This design comes from an exercise in tuning for small area on the open sky130 flow, not from production work.
RTL that was checked went through simulation tests only; none was proved equivalent to the original.
Only the layout flow was run in run 5; the RTL was not checked for function there.
No activity file was given, so power comes from the tool's default toggle rates.

==> design.v <==
`default_nettype none
package timetag_pkg;
	typedef enum logic [7:0] {
		DET_ENABLE   = 8'h01,
		SEQ_RUN      = 8'h02,
		SEQ_INIT     = 8'h03,
		SEQ_TIMING_0 = 8'h10,
		SEQ_TIMING_1 = 8'h11,
		SEQ_TIMING_2 = 8'h12,
		SEQ_TIMING_3 = 8'h13
	} reg_addr_e;
	typedef enum logic {
		REC_PHOTON = 1'b0,
		REC_LASER  = 1'b1
	} rec_kind_e;
	typedef struct packed {
		logic [31-4:0] reserved;
		logic [4-1:0]  mask;
	} reg_mask_t;
	typedef struct packed {
		logic [15:0] high_count;
		logic [15:0] low_count;
	} reg_timing_t;
	typedef union packed {
		reg_mask_t   mask_view;
		reg_timing_t timing_view;
	} reg_value_u;
endpackage
`default_nettype wire
`timescale 1ns/1ps
`default_nettype none
module cmd_parser (
	input  wire                     clk,
	input  wire                     rst,
	input  wire [7:0]               cmd_data,
	input  wire                     cmd_wr,
	output logic                    reg_wr,
	output logic [2:0]              reg_code,
	output logic [31:0]             reg_value
);
	localparam logic [7:0] MAX_LEN = 8'd5;
	localparam logic [2:0] ST_HUNT  = 3'd0;
	localparam logic [2:0] ST_LEN   = 3'd1;
	localparam logic [2:0] ST_ADDR  = 3'd2;
	localparam logic [2:0] ST_VALUE = 3'd3;
	localparam logic [2:0] ST_SKIP  = 3'd4;
	logic [2:0]  state;
	logic [7:0]  remain;
	logic [1:0]  byte_idx;
	logic        last_byte;
	logic        in_addr;
	logic        in_value;
	logic [7:0]  vbyte;
	logic [2:0]  code;
	assign last_byte = (remain == 8'd1);
	assign in_addr  = cmd_wr & (state == ST_ADDR);
	assign in_value = cmd_wr & (state == ST_VALUE);
	assign code = (cmd_data[7:5] == 3'd0 && cmd_data[3:2] == 2'd0) ? {cmd_data[4], cmd_data[1:0]} : 3'd0;
	always_ff @(posedge clk) begin
		if (rst) begin
			state <= ST_HUNT;
			reg_wr <= 1'b0;
		end else begin
			reg_wr <= (in_addr | in_value) & last_byte;
			if (cmd_wr) begin
				case (state)
					ST_HUNT: begin
						if (cmd_data == 8'hAA)
							state <= ST_LEN;
					end
					ST_LEN: begin
						if (cmd_data == 8'd0)
							state <= ST_HUNT;
						else if (cmd_data > MAX_LEN)
							state <= ST_SKIP;
						else
							state <= ST_ADDR;
					end
					ST_ADDR: state <= last_byte ? ST_HUNT : ST_VALUE;
					ST_VALUE, ST_SKIP: begin
						if (last_byte)
							state <= ST_HUNT;
					end
					default: state <= ST_HUNT;
				endcase
			end
		end
	end
	always_ff @(posedge clk) begin
		if (cmd_wr) begin
			if (state == ST_LEN)
				remain <= cmd_data;
			else
				remain <= remain - 8'd1;
		end
		if (in_addr)
			byte_idx <= 2'd0;
		else if (in_value)
			byte_idx <= byte_idx + 2'd1;
	end
	assign vbyte = in_addr ? 8'd0 : cmd_data;
	always_ff @(posedge clk) begin
		if (in_addr)
			reg_code <= code;
		for (int k = 0; k < 4; k++)
			if (in_addr | (in_value & (byte_idx == 2'(k))))
				reg_value[8*k +: 8] <= vbyte;
	end
endmodule
`default_nettype wire
`timescale 1ns/1ps
`default_nettype none
module photon_tagger (
	input  wire                          clk,
	input  wire                          rst,
	input  wire [4-1:0]       detectors,
	input  wire                          wr_det,
	input  wire [4-1:0]       wr_mask,
	output logic                         hit,
	output logic [4-1:0]      hit_mask
);
	logic [4-1:0] det_en;
	logic [4-1:0] sync_a;
	logic [4-1:0] sync_b;
	logic [4-1:0] det_prev;
	logic [4-1:0] tag;
	logic [2:0]              dead [4];
	always_ff @(posedge clk) begin
		if (rst)
			det_en <= '0;
		else if (wr_det)
			det_en <= wr_mask;
	end
	always_ff @(posedge clk) begin
		sync_a <= detectors;
		sync_b <= sync_a;
		det_prev <= sync_b;
	end
	always_comb begin
		for (int i = 0; i < 4; i++) begin
			tag[i] = det_en[i] & sync_b[i] & ~det_prev[i] & (dead[i] == 3'd0);
			hit_mask[i] = (dead[i] == 3'd7);
		end
	end
	assign hit = |hit_mask;
	always_ff @(posedge clk) begin
		for (int i = 0; i < 4; i++) begin
			dead[i][0] <= ~rst & (tag[i] | (~dead[i][0] & (dead[i][1] | dead[i][2])));
			dead[i][1] <= ~rst & (tag[i] | (dead[i][1] ^ ~dead[i][0]) & (dead[i][0] | dead[i][2]));
			dead[i][2] <= ~rst & (tag[i] | (dead[i][2] & (dead[i][1] | dead[i][0])));
		end
	end
endmodule
`default_nettype wire
`timescale 1ns/1ps
`default_nettype none
module pulse_seq (
	input  wire                          clk,
	input  wire                          rst,
	input  wire                          wr_run,
	input  wire                          wr_init,
	input  wire [4-1:0]       wr_timing,
	input  wire [31:0]                   reg_value,
	output logic [4-1:0]      laser_en,
	output logic                         toggle
);
	logic [4-1:0] run_mask;
	logic [4-1:0] run_next;
	logic [4-1:0] init_mask;
	logic [4-1:0] active;
	logic [4-1:0] flip;
	logic [4-1:0] load;
	logic [4-1:0] lvl;
	logic [31:0]             wvalue;
	logic [31:0]             timing [4];
	assign run_next = wr_run ? reg_value[4-1:0] : run_mask;
	assign wvalue = rst ? 32'd0 : reg_value;
	always_ff @(posedge clk) begin
		if (rst) begin
			run_mask <= '0;
			init_mask <= '0;
		end else begin
			run_mask <= run_next;
			if (wr_init)
				init_mask <= reg_value[4-1:0];
		end
		for (int i = 0; i < 4; i++)
			if (rst | wr_timing[i])
				timing[i] <= wvalue;
	end
	logic [15:0] ncnt [4];
	logic [15:0] ninc [4];
	logic [4-1:0] s_hi;
	logic [4-1:0] s_lo;
	always_comb begin
		for (int i = 0; i < 4; i++) begin
			active[i] = run_next[i] & run_mask[i];
			flip[i] = active[i] & (ncnt[i] == 16'hFFFE);
			load[i] = ~active[i] | flip[i];
			lvl[i] = active[i] ? ~laser_en[i] : init_mask[i];
			s_hi[i] = load[i] & lvl[i];
			s_lo[i] = load[i] & ~lvl[i];
			ninc[i] = ncnt[i] + 16'd1;
		end
	end
	always_ff @(posedge clk) begin
		if (rst) begin
			laser_en <= '0;
			toggle <= 1'b0;
		end else begin
			toggle <= |flip;
			for (int i = 0; i < 4; i++)
				if (load[i])
					laser_en[i] <= lvl[i];
		end
		for (int i = 0; i < 4; i++)
			ncnt[i] <= ~(({16{s_hi[i]}} & timing[i][31:16]) |
			             ({16{s_lo[i]}} & timing[i][15:0]) |
			             ({16{~load[i]}} & ~ninc[i]));
	end
endmodule
`default_nettype wire
`timescale 1ns/1ps
`default_nettype none
module record_merger (
	input  wire                    clk,
	input  wire                    rst,
	input  wire                    hit,
	input  wire [4-1:0] hit_mask,
	input  wire                    toggle,
	input  wire [4-1:0] laser_en,
	output logic                   rec_valid,
	output logic [31:0]            rec_data
);
	logic [26-1:0] stamp;
	logic [26-1:0] ts;
	logic                    park_valid;
	logic                    park_take;
	logic [4-1:0] park_mask;
	logic [2:0]              park_low;
	logic                    out_kind;
	logic [2:0]              out_low;
	logic [4-1:0] out_mask;
	logic                    borrow;
	logic [26-1:0] out_stamp;
	logic [26:0]   icy;
	logic [26-3:0] bcy;
	logic [26-4:0] out_hi;
	always_comb begin
		icy[0] = 1'b1;
		for (int b = 0; b < 26; b++) begin
			ts[b] = stamp[b] ^ icy[b];
			icy[b+1] = icy[b] & stamp[b];
		end
	end
	assign park_take = toggle & (hit | park_valid);
	always_ff @(posedge clk) begin
		if (rst) begin
			stamp <= '1;
			rec_valid <= 1'b0;
			park_valid <= 1'b0;
		end else begin
			stamp <= ts;
			rec_valid <= hit | toggle | park_valid;
			park_valid <= park_take | (park_valid & hit);
		end
	end
	always_ff @(posedge clk) begin
		if (park_take) begin
			park_mask <= laser_en;
			park_low <= ts[2:0];
		end
		out_kind <= ~hit;
		out_low <= (~hit & park_valid) ? park_low : ts[2:0];
		if (hit)
			out_mask <= hit_mask;
		else if (park_valid)
			out_mask <= park_mask;
		else
			out_mask <= laser_en;
	end
	assign borrow = (out_low > stamp[2:0]);
	assign out_stamp = {out_hi, out_low};
	localparam int HI = 26 - 3;
	localparam int NG = (HI + 3) / 4;
	logic [NG-1:0] gz;
	logic [NG-1:0] gb;
	always_comb begin
		for (int g = 0; g < NG; g++) begin
			gz[g] = 1'b1;
			for (int b = 4 * g; b < 4 * g + 4 && b < HI; b++)
				gz[g] = gz[g] & ~stamp[3 + b];
		end
		for (int g = 0; g < NG; g++) begin
			gb[g] = 1'b1;
			for (int h = 0; h < g; h++)
				gb[g] = gb[g] & gz[h];
		end
		for (int b = 0; b < HI; b++) begin
			bcy[b] = gb[b / 4];
			for (int c = 4 * (b / 4); c < b; c++)
				bcy[b] = bcy[b] & ~stamp[3 + c];
			out_hi[b] = stamp[3 + b] ^ (borrow & bcy[b]);
		end
	end
	assign rec_data = {out_kind, out_mask, 1'b0, out_stamp};
endmodule
`default_nettype wire
`timescale 1ns/1ps
`default_nettype none
module timetag_top (
	input  wire                     clk,
	input  wire                     rst,
	input  wire [7:0]               cmd_data,
	input  wire                     cmd_wr,
	input  wire [4-1:0]  detectors,
	output logic [4-1:0] laser_en,
	output logic                    rec_valid,
	output logic [31:0]             rec_data
);
	logic                    reg_wr;
	logic [2:0]              reg_code;
	logic [31:0]             reg_value;
	logic                    wr_det;
	logic                    wr_run;
	logic                    wr_init;
	logic [4-1:0] wr_timing;
	logic                    hit;
	logic [4-1:0] hit_mask;
	logic                    toggle;
	cmd_parser u_parser (
		.clk       (clk),
		.rst       (rst),
		.cmd_data  (cmd_data),
		.cmd_wr    (cmd_wr),
		.reg_wr    (reg_wr),
		.reg_code  (reg_code),
		.reg_value (reg_value)
	);
	assign wr_det  = reg_wr & (reg_code == 3'd1);
	assign wr_run  = reg_wr & (reg_code == 3'd2);
	assign wr_init = reg_wr & (reg_code == 3'd3);
	always_comb
		for (int i = 0; i < 4; i++)
			wr_timing[i] = reg_wr & (reg_code == 3'(4 + i));
	photon_tagger u_tagger (
		.clk       (clk),
		.rst       (rst),
		.detectors (detectors),
		.wr_det    (wr_det),
		.wr_mask   (reg_value[4-1:0]),
		.hit       (hit),
		.hit_mask  (hit_mask)
	);
	pulse_seq u_seq (
		.clk       (clk),
		.rst       (rst),
		.wr_run    (wr_run),
		.wr_init   (wr_init),
		.wr_timing (wr_timing),
		.reg_value (reg_value),
		.laser_en  (laser_en),
		.toggle    (toggle)
	);
	record_merger u_merger (
		.clk       (clk),
		.rst       (rst),
		.hit       (hit),
		.hit_mask  (hit_mask),
		.toggle    (toggle),
		.laser_en  (laser_en),
		.rec_valid (rec_valid),
		.rec_data  (rec_data)
	);
endmodule
`default_nettype wire
==> flow/run.sh <==
#!/bin/bash
# Layout flow: the standard ORFS flow with an area-oriented ABC mapping
# script, a coarser clock tree and small port buffers. Every other step is
# the standard one.
set -euo pipefail
HERE=$PWD
FLOWDIR=$HERE/flow

# Synthesis script: the standard flow's, with the final ABC call using our script
{
	head -n 1 synth_recipe.tcl
	cat <<'TCL'
proc abc {args} {
  set i [lsearch -exact $args -script]
  if { $i >= 0 } { lset args [expr {$i + 1}] $::env(MY_ABC_SCRIPT) }
  yosys abc {*}$args
}
TCL
	tail -n +2 synth_recipe.tcl
} > my_synth.tcl
export MY_ABC_SCRIPT=$FLOWDIR/abc_area.script

MAKELINE=$(grep '^make ' standard.sh)
MAKELINE=${MAKELINE//SYNTH_SCRIPT=$HERE\/synth_recipe.tcl/SYNTH_SCRIPT=$HERE\/my_synth.tcl}
MAKELINE=${MAKELINE%\"\$\{@:-finish\}\"}
echo "$MAKELINE" > make_cmd.txt

EXTRA=()
if [[ -f $FLOWDIR/extra.sh ]]; then source $FLOWDIR/extra.sh; fi

eval "$MAKELINE" '"${EXTRA[@]}"' finish > make.log 2>&1

RES=$(sed -n 's/.*WORK_HOME=\([^ ]*\).*/\1/p' make_cmd.txt)/results/sky130hd/timetag_top/base
: # left out here: write the final layout as DEF
==> flow/abc_area.script <==
strash
dch
amap -F 10 -A 10
topo
stime -c
dnsize -c
==> flow/extra.sh <==
EXTRA=(
	"ADDER_MAP_FILE="
	"CTS_ARGS=-sink_clustering_enable -repair_clock_nets -sink_clustering_size 24 -sink_clustering_max_diameter 100 -dont_use_dummy_load"
	"BUFFER_PORTS_ARGS=-buffer_cell sky130_fd_sc_hd__buf_1"
)
==> standard.sh <==
#!/bin/bash
# synth_recipe.tcl (not shown) runs the flow's synth.tcl, then flattens the netlist and writes it again
# the make line also repeats each setting of config.mk as NAME=value (left out here)
make -C /OpenROAD-flow-scripts/flow DESIGN_CONFIG=/design/flow/config.mk WORK_HOME=/design/flow/orfs CLKGATE_MAP_FILE= SYNTH_SCRIPT=/design/flow/synth_recipe.tcl "${@:-finish}"
==> config.mk <==
export PLATFORM = sky130hd
export DESIGN_NAME = timetag_top
export DESIGN_NICKNAME = timetag_top
export VERILOG_FILES = /design/flow/design.v
export SDC_FILE = /design/flow/constraint.sdc
export NUM_CORES = 4
export LEC_CHECK = 0
export CAP_MARGIN = 0
export CORE_MARGIN = 2
export CORE_UTILIZATION = 60
export SLEW_MARGIN = 0
==> constraint.sdc <==
create_clock -name core_clock -period 5.0 [get_ports {clk}]
set_input_delay 1.0000 -clock core_clock [delete_from_list [all_inputs] [get_ports {clk}]]
set_output_delay 1.0000 -clock core_clock [all_outputs]
set_load 0.01 [all_outputs]
==> results of run 1 <==
per-stage QoR:
step / hold slack, ns / setup WS [ns] / utilization, % / total power [W]
2_1_floorplan: 0.310 / 0.726 / - / 0.00324
3_3_place_gp: 0.310 / 0.459 / 64.8 / 0.00334
3_5_place_dp: 0.313 / 0.379 / 64.8 / 0.00335
4_1_cts: 0.334 / 0.0326 / 67.0 / 0.00471
5_1_grt: 0.342 / 0.00766 / 67.5 / 0.00485
6_report: 0.335 / 0.294 / 67.5 / 0.00468
cell usage in the layout (no fill, tap or decap), drive strengths merged, types with 9 or more instances in the layout:
| master | count |
|---|---|
| o21ai | 90 |
| nor2b | 41 |
| nand4 | 18 |
| a21o | 12 |
| nor4 | 9 |
| clkbuf | 18 |
| edfxtp | 178 |
| clkinv | 122 |
| dfxtp | 147 |
| a222oi | 61 |
| nand3 | 10 |
| a21oi | 36 |
| a22oi | 18 |
| nand2 | 81 |
| buf | 80 |
| nor3 | 11 |
| o22ai | 11 |
| nor2 | 126 |
logic make-up (layout without fill, tap and decap cells):
| kind of cell | after synthesis | in the layout | synth area share (%) |
|---|---|---|---|
| flip-flops | 325 | 325 | 69.4 |
| XOR/XNOR | 1 | 1 | 0.0734 |
| buffers and inverters | 124 | 220 | 3.96 |
| AO/OA/AOI/OAI | 253 | 253 | 14.6 |
| other | 1 | 1 | 0.0314 |
| AND/OR/NAND/NOR | 313 | 313 | 11.9 |
timing repair:
action                                  CTS  global route
pin swaps                                 0             9
endpoints found under the setup margin    3             5
gates resized for setup                   5            18
buffers inserted                          0             5
final cells by class:
class	instances	area (µm²)
Fill cell	1557	6350
Tap cell	265	332
Timing Repair Buffer	81	423
Clock buffer	17	425
Inverter	122	458
Sequential cell	325	8290
Multi-Input combinational cell	568	3250
state kept, by name (all words and copies together), names as in the netlist, 4 cells and up:
name and count:
u_parser.remain 8, u_tagger.det_prev 4, u_tagger.dead 12, u_merger.park_mask 4, u_seq.run_mask 4, u_parser.reg_value 32, u_tagger.det_en 4, u_seq.timing 128
u_tagger.sync_b 4, u_merger.out_mask 4, u_merger.stamp 26, u_seq.laser_en 4, u_seq.init_mask 4, u_tagger.sync_a 4, u_seq.ncnt 64
worst max-delay path, cell delays in order (launching register included):
cell and delay, ns:
dfxtp_1 0.34, clkinv_1 0.07, a22oi_1 0.06, nor2_1 0.10, a21oi_1 0.07, nor2_2 0.17
nand2_2 0.10, nor2_4 0.12, nand3_1 0.09, or4_4 0.46, nor2_4 0.15, nand2_2 0.09
nor2_4 0.14, nand2_2 0.09, nor2_4 0.13, nand2_2 0.09, nor2_4 0.13, nand2_2 0.09
nor2_4 0.12, nand2_1 0.09, nor2_2 0.14, nand2_1 0.09, o21ai_0 0.14, buf_2 0.15
metal layers:
layer | part of all wire, % | vias to the layer above
met4 | 1.8 | 0
met5 | 0 | -
met2 | 46 | 203
met1 | 46 | 3802
met3 | 5.6 | 30
li1 | - | 3941
power by group:
| part | internal, W | switching, W | leakage [nW] |
|---|---|---|---|
| logic | 0.000106 | 0.000194 | 1.41 |
| clock network | 0.000611 | 0.000765 | 0.209 |
| registers | 0.00293 | 0.0000706 | 3.00 |
| total | 0.00365 | 0.00103 | 4.62 |
worst paths after layout:
check,endpoint,slack (ns),cells after the start
setup / recovery,rec_data[25],0.29,23
hold / removal,u_tagger.sync_b[2]$_DFF_P_,0.34,0
setup reg to reg,u_merger.stamp[25]$_SDFF_PP1_,0.88,25
hold reg to reg,u_tagger.sync_b[2]$_DFF_P_,0.34,0
==> flow_metrics.tcl, run 1 <==
set metrics [dict create \
    syn-cell-area_um2 11900 \
    dp_cells 1356 \
    synthCells 1017 \
    num-nets-final 1130 \
    synth_cell_types 35 \
    powerDensity_nw_per_um2 355 \
    min_from "u_tagger.sync_a[2]$_DFF_P_" \
    cp-start-kind "flop" \
    vias 7976 \
    drive_gt1_share_pct 5.84 \
    yosysWarnings 9 \
    clock-sinks 325 \
    area_growth_pct 10.3 \
    finClkSkew_ns 0.0282 \
    synth_top_area_share_pct 44.8 \
    drc 0 \
    h-tree-depth 1 \
    synth_edf_count 178 \
    grt_use_met1_pct 32.4 \
    required_ns 4.00 \
    holdBufCountCts 0 \
    yosys-top-cells-count "edfxtp_1, dfxtp_1, nor2_1" \
    min_period_ns 4.71 \
    cp.arrival_ns 3.71 \
    die_x_um 145 \
    async_flop_share_pct 0 \
    use_met3_pct 2.80 \
    synthMostInstantiatedCell "edfxtp_1" \
    crit_path_max_fanout 4 \
    ys_ff_latch 325 \
    gp_congestion 0.852 \
    placed_cell_area_um2 12600 \
    grt_pass1_wl_um 37500 \
    hold_violations 0 \
    grt_max_degree 65 \
    setup_violations 0 \
    slew-limit-headroom_pct 27.8 \
    io_pins 52 \
    cts_max_path_buffers 3 \
    worst_pin_slew_ns 1.07 \
    maxSlewViolCount 0 \
    p_leak_nw 4.62 \
    grt_pass1_vias 7382 \
    synth-main-ff-cell "edfxtp_1" \
    vias_per_cell 5.79 \
    drt-wirelength-per-cell_um 17.3 \
    totalWireLength_um 23800 \
    antenna_found_initial 0 \
    syn_avg_cell_area_um2 11.7 \
    antenna_left 0 \
    end_kind "primary output" \
    timing.rr.start "u_merger.stamp[0]$_SDFF_PP1_" \
    grt.busiest_layer "met2" \
    path_clk_slew_ns 0.09 \
    min_path_type "reg2reg" \
    critical_path_class "reg2out" \
    core-area_um2 19500 \
    rsz0062_at_grt "no" \
    diodes 0 \
    cap_violations 0 \
    max_freq_mhz 212 \
    syn_nets 1032 \
    setup_tns_ns 0 \
    port_buffers 50 \
    outcome "complete, no violations" \
    die_height_um 145 \
    ys_seq_area_share_pct 69.4 \
    dp_hpwl_um 16700 \
    fin_crit_sh_pct 94.1 \
    dieArea_um2 21000 \
    drt_iter0_markers 860 \
    cts_buffers 17 \
    met2_usage_pct 35.9 \
    synth_area_leaders "edfxtp_1, dfxtp_1, a222oi_1" \
    globalRouteTotalUtil_pct 22.2 \
    rows 51 \
    clk_latency_ns 0.50 \
    grt-ovfl-total 0 \
    drtPass1Iterations 6 \
    tritoncts "built" \
    fin_cells 1378 \
    vdd_drop_max_uv 245 \
    crit_start "u_merger.stamp[0]$_SDFF_PP1_" \
    cts-root-buf "clkbuf_16" \
    start_util_pct 61.2 \
    yosys.area.top_type "edfxtp_1" \
    finalInstanceArea_um2 13200 \
]
==> inputs of run 2 (changes only) <==
==> flow/abc_area.script (replaced) <==
strash
dc2
dch
amap -F 10 -A 10
topo
stime -c
dnsize -c
==> flow/extra.sh (replaced) <==
EXTRA=(
	"ADDER_MAP_FILE="
	"CTS_ARGS=-sink_clustering_enable -repair_clock_nets -sink_clustering_size 16 -sink_clustering_max_diameter 60 -dont_use_dummy_load -buf_list sky130_fd_sc_hd__clkbuf_8"
	"BUFFER_PORTS_ARGS=-buffer_cell sky130_fd_sc_hd__buf_1"
)
==> flow_metrics.tcl, run 2 <==
set metrics [dict create \
    outcome "complete, no violations" \
    rsz0062_at_grt "no" \
    path_clk_slew_ns 0.09 \
    globalRouteTotalUtil_pct 22.0 \
    dieArea_um2 21100 \
    cts-root-buf "clkbuf_8" \
    cts_buffers 25 \
    min_period_ns 4.48 \
    path_delay_family "simple AND/OR/NAND/NOR gates" \
    cap_violations 0 \
    antenna_left 0 \
    synth_top_area_share_pct 44.6 \
    vdd_drop_max_uv 241 \
    finClkSkew_ns 0.0365 \
    synth_edf_count 178 \
    required_ns 4.00 \
    max_freq_mhz 223 \
    ys_seq_area_share_pct 69.1 \
    rows 51 \
    drt_iter0_markers 748 \
    synth-main-ff-cell "edfxtp_1" \
    regMostFlops "u_seq.timing" \
    crit_slowest_cell "dfxtp_1" \
    yosys-top-cells-count "edfxtp_1, dfxtp_1, nor2_1" \
    port_buffers 50 \
    setup_violations 0 \
    path_buf_inv 6 \
    diodes 0 \
    syn-cell-area_um2 12000 \
    core-area_um2 19500 \
    synthCells 1024 \
    h-tree-depth 1 \
    p_leak_nw 4.58 \
    dp_hpwl_um 16600 \
    slew-limit-headroom_pct 27.8 \
    min_path_type "reg2reg" \
    gp_congestion 0.812 \
    num-nets-final 1135 \
    die_x_um 145 \
    io_pins 52 \
    hold_violations 0 \
    largest_reg_flops 128 \
    path_cells "clkinv_1, nand2_1, o21ai_0, o22a_1, nor2_1, clkinv_1, nor2_1, inv_2, nor2_1, clkinv_1, nor2_1, clkinv_1, nor2_1, nand2_1, nor2_1, nand2_1, nor2_1, nand2_1, nor2_2, nor2_1, a21oi_1, buf_1" \
    drt-wirelength-per-cell_um 16.8 \
    cp.arrival_ns 3.48 \
    synth_area_leaders "edfxtp_1, dfxtp_1, a222oi_1" \
    crit_path_max_fanout 3 \
    area_growth_pct 8.58 \
    cp_slowest_stage_delay_ns 0.36 \
    async_flop_share_pct 0 \
    final_cell_mix "edfxtp_1, dfxtp_1, clkinv_1" \
    drtPass1Iterations 5 \
    vias_per_cell 5.71 \
    critical_path_class "reg2out" \
    syn_nets 1039 \
    top_regs "u_seq.timing: 128 flops, u_seq.ncnt: 64 flops, u_parser.reg_value: 32 flops" \
    fin_cells 1383 \
    start_util_pct 61.4 \
    setup_tns_ns 0 \
    drc 0 \
    grt_max_degree 57 \
    die_height_um 145 \
    clock-sinks 325 \
    yosys.area.top_type "edfxtp_1" \
    dp_cells 1357 \
    end_kind "primary output" \
    tritoncts "built" \
    worst_pin_slew_ns 1.07 \
    drive_gt1_share_pct 5.01 \
    ys_ff_latch 325 \
    synth_cell_types 38 \
    crit_path_frequent_cell "nor2_1" \
    layout_commonest_cell "edfxtp_1" \
    grt_pass1_vias 7259 \
    clk_latency_ns 0.55 \
    grt_pass1_wl_um 37300 \
    fin_crit_sh_pct 89.6 \
    post-route-util_pct 66.7 \
    cp-start-kind "flop" \
    synthMostInstantiatedCell "edfxtp_1" \
    antenna_found_initial 0 \
    maxSlewViolCount 0 \
    finalPower_w 0.00449 \
    totalWireLength_um 23200 \
    cts_max_path_buffers 3 \
    powerDensity_nw_per_um2 345 \
    syn_avg_cell_area_um2 11.7 \
    grt-ovfl-total 0 \
    vias 7898 \
    yosysWarnings 9 \
]
[run 2: what timing repair did]
item,in CTS,in global routing
hold buffers,0,0
gates resized for setup,0,9
buffers inserted,0,1
endpoints found under the setup margin,0,4
[run 2: final timing paths]
kind / startpoint / end / slack (ns) / cells after the start
hold reg to reg: u_tagger.sync_a[2]$_DFF_P_ / u_tagger.sync_b[2]$_DFF_P_ / 0.28 / 0
hold / removal: u_tagger.sync_a[2]$_DFF_P_ / u_tagger.sync_b[2]$_DFF_P_ / 0.28 / 0
setup / recovery: u_merger.out_low[2]$_DFF_P_ / rec_data[14] / 0.52 / 22
setup reg to reg: u_merger.stamp[2]$_SDFF_PP1_ / u_merger.stamp[25]$_SDFF_PP1_ / 1.25 / 25
[run 2: per-layer routing]
metal	GRT usage (%)	share of wire, %	vias to the layer above
met4	5.25	2.1	0
met3	3.48	5.6	37
met2	35.3	46	197
met1	32.1	46	3702
met5	0	0	-
li1	-	-	3962
[run 2: final cells by class]
| type | count | area [µm²] |
|---|---|---|
| Sequential cell | 325 | 8290 |
| Timing Repair Buffer | 71 | 348 |
| Fill cell | 1549 | 6510 |
| Tap cell | 265 | 332 |
| Clock buffer | 25 | 344 |
| Inverter | 124 | 465 |
| Multi-Input combinational cell | 573 | 3240 |
[run 2: metrics by stage]
stage	setup slack [ns]	hold slack, ns	instance area (µm²)
after floorplan	1.28	0.310	12000
after global placement	0.958	0.310	12600
after detailed placement	0.826	0.312	12600
after CTS	0.188	0.278	13000
after global routing	0.00817	0.291	13000
final	0.522	0.283	13000
[run 2: worst register-to-register path, cell delays in order, from the launching register on]
cell and delay, ns:
dfxtp_1 0.39, and3_1 0.25, nand2_1 0.10, nor2_1 0.16, nand2_1 0.10, nor2_1 0.16, nand2_1 0.10, nor2_1 0.18
nand2_1 0.10, nor2_1 0.16, nand2_1 0.10, clkinv_1 0.07, and3_1 0.18, nand2_1 0.09, nor2_1 0.17, nand2_1 0.10
nor2_1 0.16, nand2_1 0.09, nor2_1 0.16, nand2_1 0.10, nor2_1 0.16, nand2_1 0.10, nor2_1 0.16, nand2_1 0.11
a21oi_1 0.13, o21ai_0 0.08
[run 2: cells by family (layout without fill, tap and decap cells)]
group	after synthesis	in the layout	synth area share, %
other	1	1	0.0313
XOR/XNOR	1	1	0.0731
flip-flops	325	325	69.1
AND/OR/NAND/NOR	320	320	12.1
AO/OA/AOI/OAI	251	251	14.6
buffers and inverters	126	220	4.01
[run 2: report_power, final]
group	leakage (nW)	internal [W]	switching [W]
clock network	0.180	0.000448	0.000751
registers	3.00	0.00293	0.0000690
logic	1.40	0.000104	0.000190
total	4.58	0.00348	0.00101
==> inputs of run 3 (changes only) <==
--- a/config.mk
+++ b/config.mk
@@ -9,3 +9,4 @@
 export CORE_MARGIN = 2
 export CORE_UTILIZATION = 60
+export GPL_TIMING_DRIVEN = 0
 export SLEW_MARGIN = 0
==> flow_metrics.tcl, run 3 <==
set metrics [dict create \
    outcome "complete, no violations" \
    cap_violations 0 \
    antenna_found_initial 0 \
    start_util_pct 61.4 \
    layout_commonest_cell "edfxtp_1" \
    worst_pin_slew_ns 1.32 \
    gp_congestion 0.787 \
    crit_path_max_fanout 3 \
    dp_cells 1340 \
    drive_gt1_share_pct 3.72 \
    area_growth_pct 7.89 \
    finalPower_w 0.00449 \
    synth_edf_count 178 \
    p_leak_nw 4.52 \
    powerDensity_nw_per_um2 347 \
    dieArea_um2 21100 \
    end_kind "primary output" \
    finClkSkew_ns 0.0547 \
    critical_path_class "reg2out" \
    vdd_drop_max_uv 211 \
    synthCells 1024 \
    min_path_type "reg2reg" \
    antenna_left 0 \
    largest_reg_flops 128 \
    rows 51 \
    multi_input_area_um2 3260 \
    syn-cell-area_um2 12000 \
    cts_buffers 25 \
    vias 7681 \
    cp-start-kind "flop" \
    grt-ovfl-total 0 \
    synth_cell_types 38 \
    core-area_um2 19500 \
    fillCellCount 1545 \
    synth_area_leaders "edfxtp_1, dfxtp_1, a222oi_1" \
    place_ws_ns 0.759 \
    ys_ff_latch 325 \
    drc 0 \
    grt_max_degree 54 \
    synth-main-ff-cell "edfxtp_1" \
    slew-limit-headroom_pct 11.5 \
    grt_pass1_wl_um 35900 \
    setup_violations 0 \
    hold_violations 0 \
    grt_pass1_vias 7199 \
    regMostFlops "u_seq.timing" \
    timing.rr.start "u_parser.reg_code[1]$_SDFFCE_PN0P_" \
    holdBufCountCts 0 \
    die_height_um 145 \
    io_pins 52 \
    final_cell_mix "edfxtp_1, dfxtp_1, clkinv_1" \
    fin_crit_sh_pct 89.6 \
    cts_max_path_buffers 3 \
    cts-root-buf "clkbuf_8" \
    port_buffers 50 \
    die_x_um 145 \
    setup_tns_ns 0 \
    globalRouteTotalUtil_pct 21.0 \
    clock-sinks 325 \
    maxSlewViolCount 0 \
    required_ns 4.00 \
    ys_seq_area_share_pct 69.1 \
    cp.arrival_ns 3.48 \
    num-nets-final 1118 \
    yosysWarnings 9 \
    diodes 0 \
    vias_per_cell 5.62 \
    crit_start "u_merger.out_low[2]$_DFF_P_" \
    max_freq_mhz 223 \
    dp_hpwl_um 16200 \
    min_from "u_tagger.sync_a[3]$_DFF_P_" \
    yosys-top-cells-count "edfxtp_1, dfxtp_1, nor2_1" \
    drtPass1Iterations 5 \
    drt_iter0_markers 676 \
    syn_nets 1039 \
    synthMostInstantiatedCell "edfxtp_1" \
    fin_ws_ns 0.522 \
    synth_top_area_share_pct 44.6 \
    tritoncts "built" \
    seqCellArea_um2 8290 \
    drt-wirelength-per-cell_um 16.2 \
    top_regs "u_seq.timing: 128 flops, u_seq.ncnt: 64 flops, u_parser.reg_value: 32 flops" \
    totalWireLength_um 22100 \
    min_period_ns 4.48 \
    path_clk_slew_ns 0.10 \
    syn_avg_cell_area_um2 11.7 \
    async_flop_share_pct 0 \
    h-tree-depth 1 \
    yosys.area.top_type "edfxtp_1" \
    fin_cells 1366 \
    clk_latency_ns 0.54 \
]
[run 3: cell types whose count changed in the layout (fill, tap and decap cells not counted), sizes merged]
cell    delta
buf       -15
clkbuf     -2
[run 3: metrics by stage]
step / cell area [µm²] / util, % / hold slack (ns)
6_report: 12900 / 66.3 / 0.331
5_1_grt: 12900 / 66.3 / 0.346
4_1_cts: 12900 / 65.9 / 0.335
3_5_place_dp: 12500 / 64.2 / 0.315
3_3_place_gp: 12500 / 64.1 / 0.311
2_1_floorplan: 12000 / - / 0.310
[run 3: final timing paths]
kind | to | slack, ns | depth (start not counted)
max | rec_data[14] | 0.52 | 22
min reg2reg | u_tagger.sync_b[3]$_DFF_P_ | 0.33 | 0
max reg2reg | u_seq.ncnt[0][5]$_DFF_P_ | 0.75 | 7
min | u_tagger.sync_b[3]$_DFF_P_ | 0.33 | 0
[run 3: routing by layer]
metal	global-route usage, %	vias to the layer above	wire, µm
met4	4.61	0	354
li1	-	3935	-
met2	34.3	191	10100
met5	0	-	0
met3	2.54	27	1200
met1	30.6	3528	10500
[run 3: cell families after synthesis]
| group | Yosys count | share of synthesized area [%] |
|---|---|---|
| flip-flops | 325 | 69.1 |
| AND/OR/NAND/NOR | 320 | 12.1 |
| AO/OA/AOI/OAI | 251 | 14.6 |
| buffers and inverters | 126 | 4.01 |
| XOR/XNOR | 1 | 0.0731 |
| other | 1 | 0.0313 |
[run 3: layout make-up]
| class | count | area share, % |
|---|---|---|
| flip-flops and latches | 325 | 64.1 |
| multi-input cells | 573 | 25.2 |
| inverters | 124 | 3.60 |
| clock buffers | 25 | 2.66 |
| well taps | 265 | 2.56 |
| repair buffers | 52 | 1.83 |
| plain buffers | 2 | 0.116 |
[run 3: where the power goes]
group / internal [W] / switching [W]
registers: 0.00293 / 0.0000686
logic: 0.000105 / 0.000187
clock network: 0.000447 / 0.000749
[run 3: critical path: stages, from the launching register on]
cell,delay (ns)
dfxtp_1,0.35
clkinv_1,0.10
nand2_1,0.09
o21ai_0,0.08
o22a_1,0.23
nor2_2,0.12
clkinv_1,0.08
nor2_1,0.14
inv_2,0.08
nor2_1,0.13
clkinv_1,0.10
nor2_1,0.13
clkinv_1,0.12
nor2_1,0.14
nand2_1,0.11
nor2_2,0.12
nand2_1,0.10
nor2_2,0.13
nand2_1,0.10
nor2_1,0.16
nor2_1,0.06
a21oi_1,0.11
buf_1,0.16
[run 3: what timing repair did]
item	CTS	global route
setup buffers	0	0
endpoints found under the setup margin	0	6
gates resized for setup	0	11
==> inputs of run 4 (changes only) <==
==> flow/abc_area.script (replaced) <==
strash
dch -f
amap
&get -n
&st
&dch -f
&nf -a
&put
topo
stime -c
dnsize -c
==> flow/extra.sh (replaced) <==
EXTRA=(
	"ADDER_MAP_FILE="
	"CTS_ARGS=-sink_clustering_enable -repair_clock_nets -sink_clustering_size 24 -sink_clustering_max_diameter 100 -dont_use_dummy_load"
	"BUFFER_PORTS_ARGS=-buffer_cell sky130_fd_sc_hd__buf_1"
)
--- a/config.mk
+++ b/config.mk
@@ -6,7 +6,6 @@
 export NUM_CORES = 4
 export LEC_CHECK = 0
-export CAP_MARGIN = 0
+export CAP_MARGIN = 20
 export CORE_MARGIN = 2
-export CORE_UTILIZATION = 60
-export GPL_TIMING_DRIVEN = 0
-export SLEW_MARGIN = 0
+export CORE_UTILIZATION = 40
+export SLEW_MARGIN = 20
==> flow_metrics.tcl, run 4 <==
set metrics [dict create \
    end_kind "primary output" \
    syn_nets 960 \
    finalPower_w 0.00501 \
    antenna_left 0 \
    syn_avg_cell_area_um2 12.9 \
    cp-start-kind "flop" \
    post-route-util_pct 45.1 \
    async_flop_share_pct 0 \
    power_frac_comb_pct 9.0 \
    vias_per_cell 5.45 \
    synth-adder-area-share_pct 0 \
    die_height_um 178 \
    synth_top_area_share_pct 44.0 \
    p_sw_w 0.00121 \
    yosys-top-cells-count "edfxtp_1, dfxtp_1, nor2_1" \
    cap_violations 0 \
    synthXorXnorAreaFrac_pct 5.48 \
    grt_pass1_vias 7371 \
    powerDensity_nw_per_um2 372 \
    rsz0062_at_grt "no" \
    synthCells 945 \
    drc 0 \
    gp_congestion 0.797 \
    finClkSkew_ns 0.0312 \
    slew-limit-headroom_pct 33.8 \
    hold_violations 0 \
    dieArea_um2 31800 \
    cts-root-buf "clkbuf_16" \
    yosysWarnings 9 \
    dp_hpwl_um 17900 \
    fin_crit_sh_pct 94.3 \
    vdd_drop_max_uv 242 \
    core-area_um2 29800 \
    totalWireLength_um 27200 \
    rows 63 \
    area_growth_pct 10.7 \
    p_seq_share_pct 62.9 \
    layout_commonest_cell "edfxtp_1" \
    start_util_pct 40.8 \
    grt_pass1_wl_um 42200 \
    synth_edf_count 178 \
    synth-main-ff-cell "edfxtp_1" \
    place_ws_ns 0.541 \
    synthSimpleGateAreaFrac_pct 13.2 \
    synthMuxAreaShare_pct 1.17 \
    synth_compound_area_share_pct 11.0 \
    min_path_type "reg2reg" \
    dp_cells 1401 \
    globalRouteTotalUtil_pct 17.5 \
    cts_buffers 17 \
    regMostFlops "u_seq.timing" \
    io_pins 52 \
    final_cell_mix "edfxtp_1, dfxtp_1, nor2_1" \
    setup_violations 0 \
    tritoncts "built" \
    num-nets-final 1045 \
    clk_latency_ns 0.51 \
    synth_area_leaders "edfxtp_1, dfxtp_1, a222oi_1" \
    reg2regPathDepth 10 \
    yosys.area.top_type "edfxtp_1" \
    top_regs "u_seq.timing: 128 flops, u_seq.ncnt: 64 flops, u_parser.reg_value: 32 flops" \
    vias 7727 \
    p_sw_share_pct 24.2 \
    die_x_um 178 \
    drtPass1Iterations 6 \
    holdBufCountCts 0 \
    ys_ff_latch 325 \
    worst_pin_slew_ns 0.984 \
    largest_reg_flops 128 \
    cts_max_path_buffers 3 \
    setup_tns_ns 0 \
    drive_gt1_share_pct 4.47 \
    min_period_ns 4.72 \
    required_ns 4.00 \
    max_freq_mhz 212 \
    p_leak_nw 4.55 \
    clock-sinks 325 \
    crit_path_max_fanout 7 \
    grt-ovfl-total 0 \
    grt_max_degree 73 \
    synthMostInstantiatedCell "edfxtp_1" \
    cp.arrival_ns 3.72 \
    path_clk_slew_ns 0.09 \
    port_buffers 50 \
    fin_ws_ns 0.285 \
    r2r_slack_ns 1.46 \
    h-tree-depth 1 \
    drt_iter0_markers 894 \
    outcome "complete, no violations" \
    synth_top_family_by_area "simple AND/OR/NAND/NOR gates" \
    drt-wirelength-per-cell_um 19.2 \
    synth_cell_types 42 \
    antenna_found_initial 0 \
    p_clk_share_pct 28.0 \
    diodes 0 \
    syn-cell-area_um2 12200 \
    maxSlewViolCount 0 \
    min_path_cells 0 \
    critical_path_class "reg2out" \
    fin_cells 1418 \
    intPower_w 0.00379 \
    ys_seq_area_share_pct 68.2 \
]
-- run 4: changes by cell type in the layout (fill, tap and decap cells not counted), moves of 15 or more --
cell and change:
xnor2_1 +43, clkinv_1 -98, xor2_1 +32, clkbuf_8 -25
o21ai_0 -63, and2_0 +16, buf_4 +15, clkbuf_16 +17
nor2_1 -43
-- run 4: cells by family after synthesis --
| family | after synthesis |
|---|---|
| mux | 14 |
| flops | 325 |
| other cells | 1 |
| buf+inv | 27 |
| compound gates | 182 |
| xor+xnor | 76 |
| simple gates | 320 |
-- run 4: power groups by stage --
stage	logic (W)	clock network (W)	registers, W
finish	0.000451	0.00140	0.00315
global route	0.000512	0.00153	0.00318
CTS	0.000456	0.00144	0.00314
detailed placement	0.000452	0	0.00320
global placement	0.000446	0	0.00320
floorplan	0.000321	0	0.00317
-- run 4: repair_timing --
| action | 4_1_cts | 5_1_grt |
|---|---|---|
| gates resized for setup | 1 | 5 |
| buffers inserted | 0 | 0 |
| endpoints found under the setup margin | 1 | 3 |
-- run 4: metrics by stage --
stage,hold slack [ns],instance area (µm²)
2_1_floorplan,0.310,12200
6_report,0.319,13400
3_5_place_dp,0.320,13000
5_1_grt,0.317,13400
4_1_cts,0.320,13400
3_3_place_gp,0.316,13000
-- run 4: area by class of cell --
class / count / area [µm²]
Timing Repair Buffer: 68 / 328
Sequential cell: 325 / 8290
Fill cell: 2750 / 16300
Tap cell: 390 / 488
Inverter: 25 / 93.8
Multi-Input combinational cell: 593 / 3820
Clock buffer: 17 / 425
-- run 4: final timing paths --
check | end | start
worst max-delay path | rec_data[25] | u_merger.stamp[9]$_SDFF_PP1_
worst min-delay path | u_tagger.det_prev[3]$_DFF_P_ | u_tagger.sync_b[3]$_DFF_P_
worst max register to register | u_merger.stamp[24]$_SDFF_PP1_ | u_merger.stamp[0]$_SDFF_PP1_
worst min register to register | u_tagger.det_prev[3]$_DFF_P_ | u_tagger.sync_b[3]$_DFF_P_
-- run 4: critical path, stage by stage, from the launching register on --
cell,delay (ns)
dfxtp_1,0.38
or4_1,0.57
nor3_2,0.16
nand4_1,0.19
nand2b_2,0.28
or4_4,0.47
or4_4,0.49
nor4_4,0.18
nor2b_1,0.19
xor2_1,0.14
buf_1,0.16
-- run 4: routing by layer --
layer  GRT usage (%)  part of all wire, %  vias to the layer above
li1                -                    -                     3747
met2            28.0                   46                      148
met5               0                    0                        -
met4            4.17                  1.9                        0
met1            25.5                   48                     3803
met3            2.00                  4.6                       29
==> inputs of run 5 (changes only) <==
--- a/design.v
+++ b/design.v
@@ -137,17 +137,16 @@
 		det_prev <= sync_b;
 	end
+	logic [4-1:0] fb;
 	always_comb begin
 		for (int i = 0; i < 4; i++) begin
-			tag[i] = det_en[i] & sync_b[i] & ~det_prev[i] & (dead[i] == 3'd0);
-			hit_mask[i] = (dead[i] == 3'd7);
+			tag[i] = det_en[i] & sync_b[i] & ~det_prev[i] & (dead[i] == 3'b000);
+			hit_mask[i] = (dead[i] == 3'b001);
+			fb[i] = (~dead[i][2] & dead[i][0]) | (dead[i][2] & dead[i][1] & ~dead[i][0]);
 		end
 	end
 	assign hit = |hit_mask;
 	always_ff @(posedge clk) begin
-		for (int i = 0; i < 4; i++) begin
-			dead[i][0] <= ~rst & (tag[i] | (~dead[i][0] & (dead[i][1] | dead[i][2])));
-			dead[i][1] <= ~rst & (tag[i] | (dead[i][1] ^ ~dead[i][0]) & (dead[i][0] | dead[i][2]));
-			dead[i][2] <= ~rst & (tag[i] | (dead[i][2] & (dead[i][1] | dead[i][0])));
-		end
+		for (int i = 0; i < 4; i++)
+			dead[i] <= rst ? 3'b000 : {dead[i][1:0], fb[i] | tag[i]};
 	end
 endmodule
==> flow/abc_area.script (replaced) <==
strash
dc2
dch
amap -F 10 -A 10
topo
stime -c
dnsize -c
==> flow/extra.sh (replaced) <==
EXTRA=(
	"ADDER_MAP_FILE="
	"CTS_ARGS=-sink_clustering_enable -repair_clock_nets -sink_clustering_size 16 -sink_clustering_max_diameter 60 -dont_use_dummy_load -buf_list sky130_fd_sc_hd__clkbuf_8"
	"BUFFER_PORTS_ARGS=-buffer_cell sky130_fd_sc_hd__buf_1"
)
--- a/config.mk
+++ b/config.mk
@@ -6,6 +6,7 @@
 export NUM_CORES = 4
 export LEC_CHECK = 0
-export CAP_MARGIN = 20
+export CAP_MARGIN = 0
 export CORE_MARGIN = 2
-export CORE_UTILIZATION = 40
-export SLEW_MARGIN = 20
+export CORE_UTILIZATION = 60
+export GPL_TIMING_DRIVEN = 0
+export SLEW_MARGIN = 0
==> flow_metrics.tcl, run 5 <==
set metrics [dict create \
    synth_top_area_share_pct 44.9 \
    fin_crit_sh_pct 88.7 \
    drt-wirelength-per-cell_um 17.3 \
    totalWireLength_um 23300 \
    antenna_left 0 \
    cp.arrival_ns 3.43 \
    synth_edf_count 178 \
    dieArea_um2 21000 \
    drc 0 \
    synthCells 1008 \
    syn-cell-area_um2 11900 \
    rows 51 \
    setup_tns_ns 0 \
    clock-sinks 325 \
    grt_pass1_vias 6913 \
    top_regs "u_seq.timing: 128 flops, u_seq.ncnt: 64 flops, u_parser.reg_value: 32 flops" \
    hold_violations 0 \
    vias 7711 \
    min_path_type "reg2reg" \
    vdd_drop_max_uv 237 \
    die_x_um 145 \
    grt-ovfl-total 0 \
    antenna_found_initial 0 \
    outcome "complete, no violations" \
    cts-root-buf "clkbuf_8" \
    port_buffers 50 \
    drt_iter0_markers 758 \
    cp-start-kind "flop" \
    synth_area_leaders "edfxtp_1, dfxtp_1, a222oi_1" \
    clk_latency_ns 0.56 \
    min_period_ns 4.43 \
    drive_gt1_share_pct 4.16 \
    h-tree-depth 1 \
    dp_cells 1324 \
    worst_pin_slew_ns 1.36 \
    cts_max_path_buffers 3 \
    synth_cell_types 36 \
    worst_hold_slack_ns 0.336 \
    start_util_pct 61.2 \
    largest_reg_flops 128 \
    ys_seq_area_share_pct 69.6 \
    finalInstanceArea_um2 12800 \
    path_clk_slew_ns 0.09 \
    critical_path_class "reg2out" \
    fin_cells 1348 \
    syn_avg_cell_area_um2 11.8 \
    drtPass1Iterations 8 \
    p_leak_nw 4.47 \
    globalRouteTotalUtil_pct 22.1 \
    io_pins 52 \
    final_cell_mix "edfxtp_1, dfxtp_1, nor2_1" \
    finalPower_w 0.00448 \
    powerDensity_nw_per_um2 350 \
    r2r_slack_ns 0.70 \
    yosys-top-cells-count "edfxtp_1, dfxtp_1, nor2_1" \
    yosys.area.top_type "edfxtp_1" \
    cap_violations 0 \
    ys_ff_latch 325 \
    vias_per_cell 5.72 \
    regMostFlops "u_seq.timing" \
    max_freq_mhz 226 \
    slew-limit-headroom_pct 9.08 \
    setup_violations 0 \
    core-area_um2 19500 \
    synthMostInstantiatedCell "edfxtp_1" \
    gp_congestion 0.809 \
    async_flop_share_pct 0 \
    placed_cell_area_um2 12500 \
    yosysWarnings 9 \
    syn_nets 1023 \
    grt_pass1_wl_um 35600 \
    area_growth_pct 7.68 \
    fillCellCount 1506 \
    die_height_um 145 \
    rsz0062_at_grt "no" \
    required_ns 4.00 \
    layout_commonest_cell "edfxtp_1" \
    num-nets-final 1100 \
    grt_max_degree 52 \
    maxSlewViolCount 0 \
    tritoncts "built" \
    cts_buffers 24 \
    synth-main-ff-cell "edfxtp_1" \
    crit_path_max_fanout 3 \
    end_kind "primary output" \
    dp_hpwl_um 16300 \
    diodes 0 \
    finClkSkew_ns 0.0366 \
]
==> run 5: cell types whose count changed after synthesis, sizes merged, moves of 12 or more <==
cell    delta
and2      -20
clkinv    +93
nor2      +54
a222oi    +14
mux2i     -12
xnor2     -44
o22ai     +12
o21ai     +59
xor2      -32
==> run 5: kinds of logic after synthesis <==
| group | Yosys count | synth area share, % |
|---|---|---|
| other | 1 | 0.0315 |
| buffers and inverters | 120 | 3.85 |
| AO/OA/AOI/OAI | 247 | 14.7 |
| AND/OR/NAND/NOR | 315 | 11.8 |
| flip-flops | 325 | 69.6 |
==> run 5: timing repair <==
action	CTS	global route
setup endpoints to repair	0	5
hold buffers	0	0
resized for setup	0	11
setup buffers	0	0
==> run 5: worst max-delay path, cell delays in order (launching register included) <==
cell and delay (ns):
dfxtp_1 0.34, clkinv_1 0.08, nand2_1 0.06, o21ai_0 0.07, o22a_2 0.23, nor2_2 0.11
clkinv_1 0.08, nor2_1 0.12, clkinv_1 0.15, nor2_1 0.15, clkinv_1 0.09, nor2_1 0.14
clkinv_1 0.11, nor2_1 0.12, nand2_1 0.10, nor2_2 0.12, nand2_1 0.11, nor2_2 0.13
nand2_1 0.11, nor2_2 0.13, nor2_1 0.05, a21oi_1 0.11, buf_1 0.16
==> run 5: report_power, final <==
| part | switching, W | internal, W |
|---|---|---|
| sequential | 0.0000684 | 0.00293 |
| clock | 0.000758 | 0.000431 |
| combinational | 0.000191 | 0.000103 |
| total | 0.00102 | 0.00347 |
==> run 5: final cells by class <==
cell class,instances,area [µm²],share of cell area [%]
Sequential cell,325,8290,64.6
Inverter,118,443,3.45
Timing Repair Buffer,51,209,1.63
Multi-Input combinational cell,563,3200,25.0
Buffer,2,15.0,0.117
Tap cell,265,332,2.59
Clock buffer,24,330,2.58
==> run 5: path summary, 6_finish.rpt <==
check / cells after the start / end / from
max reg2reg: 7 / u_seq.ncnt[0][0]$_DFF_P_ / u_parser.reg_code[1]$_SDFFCE_PN0P_
min: 0 / u_tagger.sync_b[1]$_DFF_P_ / u_tagger.sync_a[1]$_DFF_P_
max: 22 / rec_data[14] / u_merger.out_low[2]$_DFF_P_
min reg2reg: 0 / u_tagger.sync_b[1]$_DFF_P_ / u_tagger.sync_a[1]$_DFF_P_
==> run 5: layer usage <==
layer	vias to the layer above	share of wire (%)	global-route usage [%]
li1	3894	-	-
met1	3608	47	32.0
met2	181	46	36.1
met3	28	5.3	2.93
met4	0	1.7	5.21
met5	-	0	0
==> run 5: metrics by stage <==
stage | setup slack (ns) | utilization (%)
6_report | 0.566 | 65.9
5_1_grt | 0.0321 | 65.9
4_1_cts | 0.211 | 65.7
3_5_place_dp | 0.560 | 64.0
3_3_place_gp | -1.74 | 63.8
2_1_floorplan | 1.28 | -
==> inputs of run 6 (changes only) <==
--- a/design.v
+++ b/design.v
@@ -99,10 +99,10 @@
 			byte_idx <= byte_idx + 2'd1;
 	end
-	assign vbyte = in_addr ? 8'd0 : cmd_data;
+	assign vbyte = (in_addr | rst) ? 8'd0 : cmd_data;
 	always_ff @(posedge clk) begin
 		if (in_addr)
 			reg_code <= code;
 		for (int k = 0; k < 4; k++)
-			if (in_addr | (in_value & (byte_idx == 2'(k))))
+			if (in_addr | rst | (in_value & (byte_idx == 2'(k))))
 				reg_value[8*k +: 8] <= vbyte;
 	end
@@ -171,8 +171,9 @@
 	logic [4-1:0] load;
 	logic [4-1:0] lvl;
-	logic [31:0]             wvalue;
 	logic [31:0]             timing [4];
 	assign run_next = wr_run ? reg_value[4-1:0] : run_mask;
-	assign wvalue = rst ? 32'd0 : reg_value;
+	logic rst_d;
+	always_ff @(posedge clk)
+		rst_d <= rst;
 	always_ff @(posedge clk) begin
 		if (rst) begin
@@ -185,6 +186,6 @@
 		end
 		for (int i = 0; i < 4; i++)
-			if (rst | wr_timing[i])
-				timing[i] <= wvalue;
+			if (rst_d | wr_timing[i])
+				timing[i] <= reg_value;
 	end
 	logic [15:0] ncnt [4];
--- a/config.mk
+++ b/config.mk
@@ -8,5 +8,5 @@
 export CAP_MARGIN = 0
 export CORE_MARGIN = 2
-export CORE_UTILIZATION = 60
+export CORE_UTILIZATION = 70
 export GPL_TIMING_DRIVEN = 0
 export SLEW_MARGIN = 0
==> flow_metrics.tcl, run 6 <==
set metrics [dict create \
    rows 47 \
    die_x_um 134 \
    max_freq_mhz 222 \
    ctsResizeCount 0 \
    finClkSkew_ns 0.0240 \
    holdBufCountCts 0 \
    synthSimpleGateAreaFrac_pct 10.1 \
    antenna_found_initial 0 \
    antenna_left 0 \
    synthCells 984 \
    grt_max_degree 42 \
    yosys-top-cells-count "edfxtp_1, dfxtp_1, clkinv_1" \
    grt-ovfl-total 0 \
    cts_buffers 24 \
    regMostFlops "u_seq.timing" \
    io_pins 52 \
    cts-root-buf "clkbuf_8" \
    synth_top_area_share_pct 45.5 \
    final_cell_mix "edfxtp_1, dfxtp_1, clkinv_1" \
    setup_tns_ns 0 \
    maxSlewViolCount 0 \
    syn_nets 999 \
    num-nets-final 1075 \
    top_regs "u_seq.timing: 128 flops, u_seq.ncnt: 64 flops, u_parser.reg_value: 32 flops" \
    fillCellCount 1120 \
    cap_violations 0 \
    synth_top_family_by_area "compound AO/OA/AOI/OAI gates" \
    finalInstanceArea_um2 12600 \
    syn-cell-area_um2 11800 \
    path_clk_slew_ns 0.09 \
    drt_iter0_markers 949 \
    hold_violations 0 \
    cts_max_path_buffers 3 \
    port_buffers 50 \
    drive_gt1_share_pct 3.50 \
    synth_edf_count 178 \
    vias_per_cell 6.07 \
    largest_reg_flops 128 \
    setup_violations 0 \
    dp_hpwl_um 15800 \
    layout_commonest_cell "edfxtp_1" \
    critical_path_class "reg2out" \
    syn_avg_cell_area_um2 11.9 \
    p_leak_nw 4.39 \
    path_cells "clkinv_1, nand2_1, o21ai_0, o22a_1, nor2_1, clkinv_1, nor2_1, inv_2, nor3_4, nand2_1, nor2_2, nand2_1, nor2_2, nand2_1, nor2_1, nand2_1, nor2_2, nand2_1, nor2_2, nor2_1, a21oi_1, buf_1" \
    synth_compound_area_share_pct 15.0 \
    yosysWarnings 9 \
    grt_pass1_wl_um 35800 \
    fin_crit_sh_pct 90.2 \
    clock-sinks 326 \
    crit_path_frequent_cell "nand2_1" \
    fin_cells 1278 \
    h-tree-depth 1 \
    area_growth_pct 6.97 \
    required_ns 4.00 \
    min_period_ns 4.51 \
    yosys.area.top_type "edfxtp_1" \
    vdd_drop_max_uv 348 \
    dieArea_um2 17800 \
    synthMostInstantiatedCell "edfxtp_1" \
    powerDensity_nw_per_um2 365 \
    start_util_pct 71.2 \
    async_flop_share_pct 0 \
    min_path_cells 0 \
    cp.arrival_ns 3.51 \
    synth-main-ff-cell "edfxtp_1" \
    rsz0062_at_grt "no" \
    reg2regPathDepth 7 \
    min_path_type "reg2reg" \
    drt-wirelength-per-cell_um 17.9 \
    placed_cell_area_um2 12200 \
    globalRouteTotalUtil_pct 25.7 \
    multi_input_area_um2 2980 \
    totalWireLength_um 22900 \
    slew-limit-headroom_pct 6.40 \
    worst_hold_slack_ns 0.339 \
    synth-adder-area-share_pct 0 \
    cp-start-kind "flop" \
    ys_seq_area_share_pct 70.7 \
    cp_slowest_stage_delay_ns 0.36 \
    outcome "complete, no violations" \
    seqCellArea_um2 8310 \
    diodes 0 \
    drtPass1Iterations 6 \
    synthMuxAreaShare_pct 0 \
    ys_ff_latch 326 \
    postCtsSetupBuffers 0 \
    drc 0 \
    synth_cell_types 38 \
    worst_pin_slew_ns 1.40 \
    synth_area_leaders "edfxtp_1, dfxtp_1, a222oi_1" \
    end_kind "primary output" \
    clk_latency_ns 0.55 \
    crit_slowest_cell "dfxtp_1" \
    tritoncts "built" \
    core-area_um2 16500 \
    dp_cells 1254 \
    vias 7759 \
    die_height_um 134 \
    synthXorXnorAreaFrac_pct 0 \
    crit_path_max_fanout 3 \
    grt_pass1_vias 7248 \
    gp_congestion 0.843 \
]
run 6: per-stage QoR:
stage	utilization [%]	setup slack, ns	total power [W]
floorplan	-	1.28	0.00335
global placement	74.0	0.776	0.00346
detailed placement	74.0	0.774	0.00347
CTS	76.0	0.169	0.00462
global route	76.1	0.0470	0.00477
finish	76.1	0.492	0.00460
run 6: final timing paths:
check,start,slack [ns],to
max reg2reg,u_parser.reg_code[1]$_SDFFCE_PN0P_,0.87,u_seq.ncnt[0][5]$_DFF_P_
min,u_tagger.sync_a[2]$_DFF_P_,0.34,u_tagger.sync_b[2]$_DFF_P_
min reg2reg,u_tagger.sync_a[2]$_DFF_P_,0.34,u_tagger.sync_b[2]$_DFF_P_
max,u_merger.out_low[2]$_DFF_P_,0.49,rec_data[25]
run 6: cells by family after synthesis:
family,Yosys count
buffers and inverters,131
other,1
AOI/OAI and AO/OA,247
DFF,326
and+or+nand+nor,279
run 6: report_power, final:
group	switching (W)	internal, W
combinational	0.000188	0.000108
clock	0.000749	0.000431
sequential	0.000116	0.00300
total	0.00105	0.00354
run 6: per-layer routing:
layer	global-route usage [%]	vias to the layer above	routed length, µm
li1	-	3802	-
met1	37.7	3678	10200
met2	41.0	250	10500
met3	4.15	29	1700
met4	6.26	0	407
met5	0	-	0
run 6: area by class of cell:
type	count	share of cell area, %
plain buffers	2	0.119
clock buffers	24	2.63
inverters	129	3.85
multi-input cells	527	23.7
flip-flops and latches	326	66.1
well taps	220	2.19
repair buffers	50	1.49
run 6: worst max-delay path, delay by kind of cell (launching register included):
family,cells,cell delay [ns]
and+or+nand+nor,15,1.78
buffers and inverters,4,0.44
AOI/OAI and AO/OA,3,0.38
DFF,1,0.36
==> inputs of run 7 (changes only) <==
--- a/config.mk
+++ b/config.mk
@@ -8,5 +8,5 @@
 export CAP_MARGIN = 0
 export CORE_MARGIN = 2
-export CORE_UTILIZATION = 70
+export CORE_UTILIZATION = 60
 export GPL_TIMING_DRIVEN = 0
 export SLEW_MARGIN = 0
==> flow_metrics.tcl, run 7 <==
set metrics [dict create \
    clock-sinks 326 \
    tritoncts "built" \
    cp_slowest_stage_delay_ns 0.35 \
    dp_hpwl_um 16000 \
    end_kind "primary output" \
    globalRouteTotalUtil_pct 22.6 \
    path_delay_family "simple AND/OR/NAND/NOR gates" \
    cp.arrival_ns 3.50 \
    path_buf_inv 4 \
    port_buffers 50 \
    powerDensity_nw_per_um2 365 \
    crit_slowest_cell "dfxtp_1" \
    totalWireLength_um 23200 \
    gp_congestion 0.876 \
    clk_latency_ns 0.54 \
    fin_crit_sh_pct 89.9 \
    vias 7685 \
    h-tree-depth 1 \
    slew-limit-headroom_pct 8.14 \
    synth_edf_count 178 \
    vdd_drop_max_uv 254 \
    path_cells "clkinv_1, nand2_1, o21ai_0, o22a_1, nor2_1, clkinv_1, nor2_1, clkinv_1, nor3_2, nand2_1, nor2_4, nand2_1, nor2_1, nand2_1, nor2_2, nand2_1, nor2_2, nand2_1, nor2_2, nor2_1, a21oi_1, clkbuf_2" \
    crit_path_max_fanout 3 \
    cts_buffers 25 \
    worst_hold_slack_ns 0.335 \
    grt_pass1_vias 6838 \
    cts-root-buf "clkbuf_8" \
    grt_max_degree 42 \
    drc 0 \
    syn_nets 999 \
    required_ns 4.00 \
    grt_pass1_wl_um 35800 \
    yosys-top-cells-count "edfxtp_1, dfxtp_1, clkinv_1" \
    yosys.area.top_type "edfxtp_1" \
    hold_violations 0 \
    synth_area_leaders "edfxtp_1, dfxtp_1, a222oi_1" \
    drtPass1Iterations 6 \
    yosysWarnings 9 \
    multi_input_area_um2 2980 \
    final_cell_mix "edfxtp_1, dfxtp_1, clkinv_1" \
    crit_path_frequent_cell "nand2_1" \
    antenna_left 0 \
    vias_per_cell 5.80 \
    critical_path_class "reg2out" \
    die_height_um 144 \
    core-area_um2 19300 \
    path_clk_slew_ns 0.09 \
    min_period_ns 4.50 \
    cap_violations 0 \
    synthCells 984 \
    ys_ff_latch 326 \
    drt-wirelength-per-cell_um 17.5 \
    worst_pin_slew_ns 1.37 \
    synth_top_area_share_pct 45.5 \
    outcome "complete, no violations" \
    regMostFlops "u_seq.timing" \
    diodes 0 \
    maxSlewViolCount 0 \
    syn-cell-area_um2 11800 \
    async_flop_share_pct 0 \
    rows 51 \
    start_util_pct 60.8 \
    finClkSkew_ns 0.0309 \
    synthMostInstantiatedCell "edfxtp_1" \
    layout_commonest_cell "edfxtp_1" \
    cts_max_path_buffers 3 \
    fillCellCount 1497 \
    drive_gt1_share_pct 3.78 \
    top_regs "u_seq.timing: 128 flops, u_seq.ncnt: 64 flops, u_parser.reg_value: 32 flops" \
    die_x_um 144 \
    synth-main-ff-cell "edfxtp_1" \
    synth_cell_types 38 \
    dieArea_um2 20700 \
    grt-ovfl-total 0 \
    min_path_type "reg2reg" \
    p_leak_nw 4.38 \
    num-nets-final 1076 \
    max_freq_mhz 222 \
    setup_tns_ns 0 \
    drt_iter0_markers 699 \
    ys_seq_area_share_pct 70.7 \
    setup_violations 0 \
    io_pins 52 \
    syn_avg_cell_area_um2 11.9 \
    antenna_found_initial 0 \
    cp-start-kind "flop" \
    rsz0062_at_grt "no" \
    area_growth_pct 7.59 \
    largest_reg_flops 128 \
    postCtsSetupBuffers 0 \
    seqCellArea_um2 8310 \
]
run 7: cell families (layout without fill, tap and decap cells):
kind of cell	after synthesis	count (layout)	synth area share (%)
AOI/OAI and AO/OA	247	247	15.0
buffers and inverters	131	206	4.25
DFF	326	326	70.7
other	1	1	0.0319
and+or+nand+nor	279	279	10.1
run 7: report_power, final:
group          leakage, nW  internal [W]  switching [W]
clock                0.180      0.000449       0.000753
sequential            2.99       0.00300       0.000113
combinational         1.21      0.000108       0.000187
total                 4.38       0.00356        0.00105
run 7: final timing paths:
kind | from | end | slack, ns | cells past startpoint
hold / removal | u_tagger.sync_a[3]$_DFF_P_ | u_tagger.sync_b[3]$_DFF_P_ | 0.34 | 0
setup / recovery | u_merger.out_low[2]$_DFF_P_ | rec_data[25] | 0.50 | 22
hold reg to reg | u_tagger.sync_a[3]$_DFF_P_ | u_tagger.sync_b[3]$_DFF_P_ | 0.34 | 0
setup reg to reg | u_parser.reg_code[1]$_SDFFCE_PN0P_ | u_seq.ncnt[2][5]$_DFF_P_ | 0.86 | 7
run 7: timing repair:
item                                    CTS  global route
hold buffers                              0             0
endpoints found under the setup margin    0             3
resized for setup                         0             7
run 7: layout make-up:
class                      count  share of cell area (%)
multi-input combinational    527                    23.5
sequential                   326                    65.7
clock buffer                  25                    2.72
tap                          265                    2.62
timing repair buffer          50                    1.49
inverter                     129                    3.83
buffer                         2                   0.119
run 7: through the flow:
step | std cells | util, % | total power (W) | setup slack [ns] | cell area [µm²]
2_1_floorplan | 984 | - | 0.00335 | 1.28 | 11800
3_3_place_gp | 1299 | 63.5 | 0.00346 | 0.741 | 12300
3_5_place_dp | 1299 | 63.5 | 0.00347 | 0.677 | 12300
4_1_cts | 1324 | 65.3 | 0.00465 | 0.237 | 12600
5_1_grt | 1324 | 65.4 | 0.00481 | 0.0169 | 12600
6_report | 1324 | 65.4 | 0.00461 | 0.504 | 12600
run 7: per-layer routing:
| metal | wire (µm) | vias up | track usage (%) |
|---|---|---|---|
| met3 | 1320 | 23 | 2.65 |
| met4 | 265 | 0 | 4.28 |
| met5 | 0 | - | 0 |
| met2 | 10600 | 193 | 35.5 |
| li1 | - | 3825 | - |
| met1 | 11000 | 3644 | 34.6 |

## what the ideal ports hide
No port has a modelled driver above. Below, the same layouts with a new extraction and two added sets of constraints.
Step 1: set_driving_cell puts a clkbuf_16 on clk and a buf_2 on each other input, an assumption about the parent block.
Step 2 times the ports against the registers' clock, not the clock port: input delays grow and output delays shrink by t, the midpoint of the rising clock arrivals with the driver on.
Three values: no drivers, after step 1, after step 2; two values: the first two.
run | t, ns | slack for setup (ns) | worst hold slack (ns) | worst setup path after step 2 | latest minus earliest clock arrival (ns)
run 1 | 0.532 | 0.294 / 0.248 / 0.781 | 0.335 / 0.335 / 0.335 | register to output | 0.029 / 0.029
run 2 | 0.579 | 0.522 / 0.482 / 1.061 | 0.283 / 0.283 / 0.283 | register to output | 0.054 / 0.054
run 3 | 0.566 | 0.522 / 0.479 / 0.753 | 0.331 / 0.331 / 0.331 | register to register | 0.063 / 0.063
run 4 | 0.542 | 0.285 / 0.235 / 0.777 | 0.319 / 0.319 / 0.319 | register to output | 0.031 / 0.031
run 5 | 0.583 | 0.566 / 0.522 / 0.702 | 0.336 / 0.336 / 0.336 | register to register | 0.041 / 0.041
run 6 | 0.577 | 0.492 / 0.453 / 0.863 | 0.339 / 0.339 / 0.339 | input to register | 0.025 / 0.025
run 7 | 0.571 | 0.504 / 0.462 / 0.843 | 0.335 / 0.335 / 0.335 | input to register | 0.031 / 0.032
After both steps every run listed still meets setup and hold.
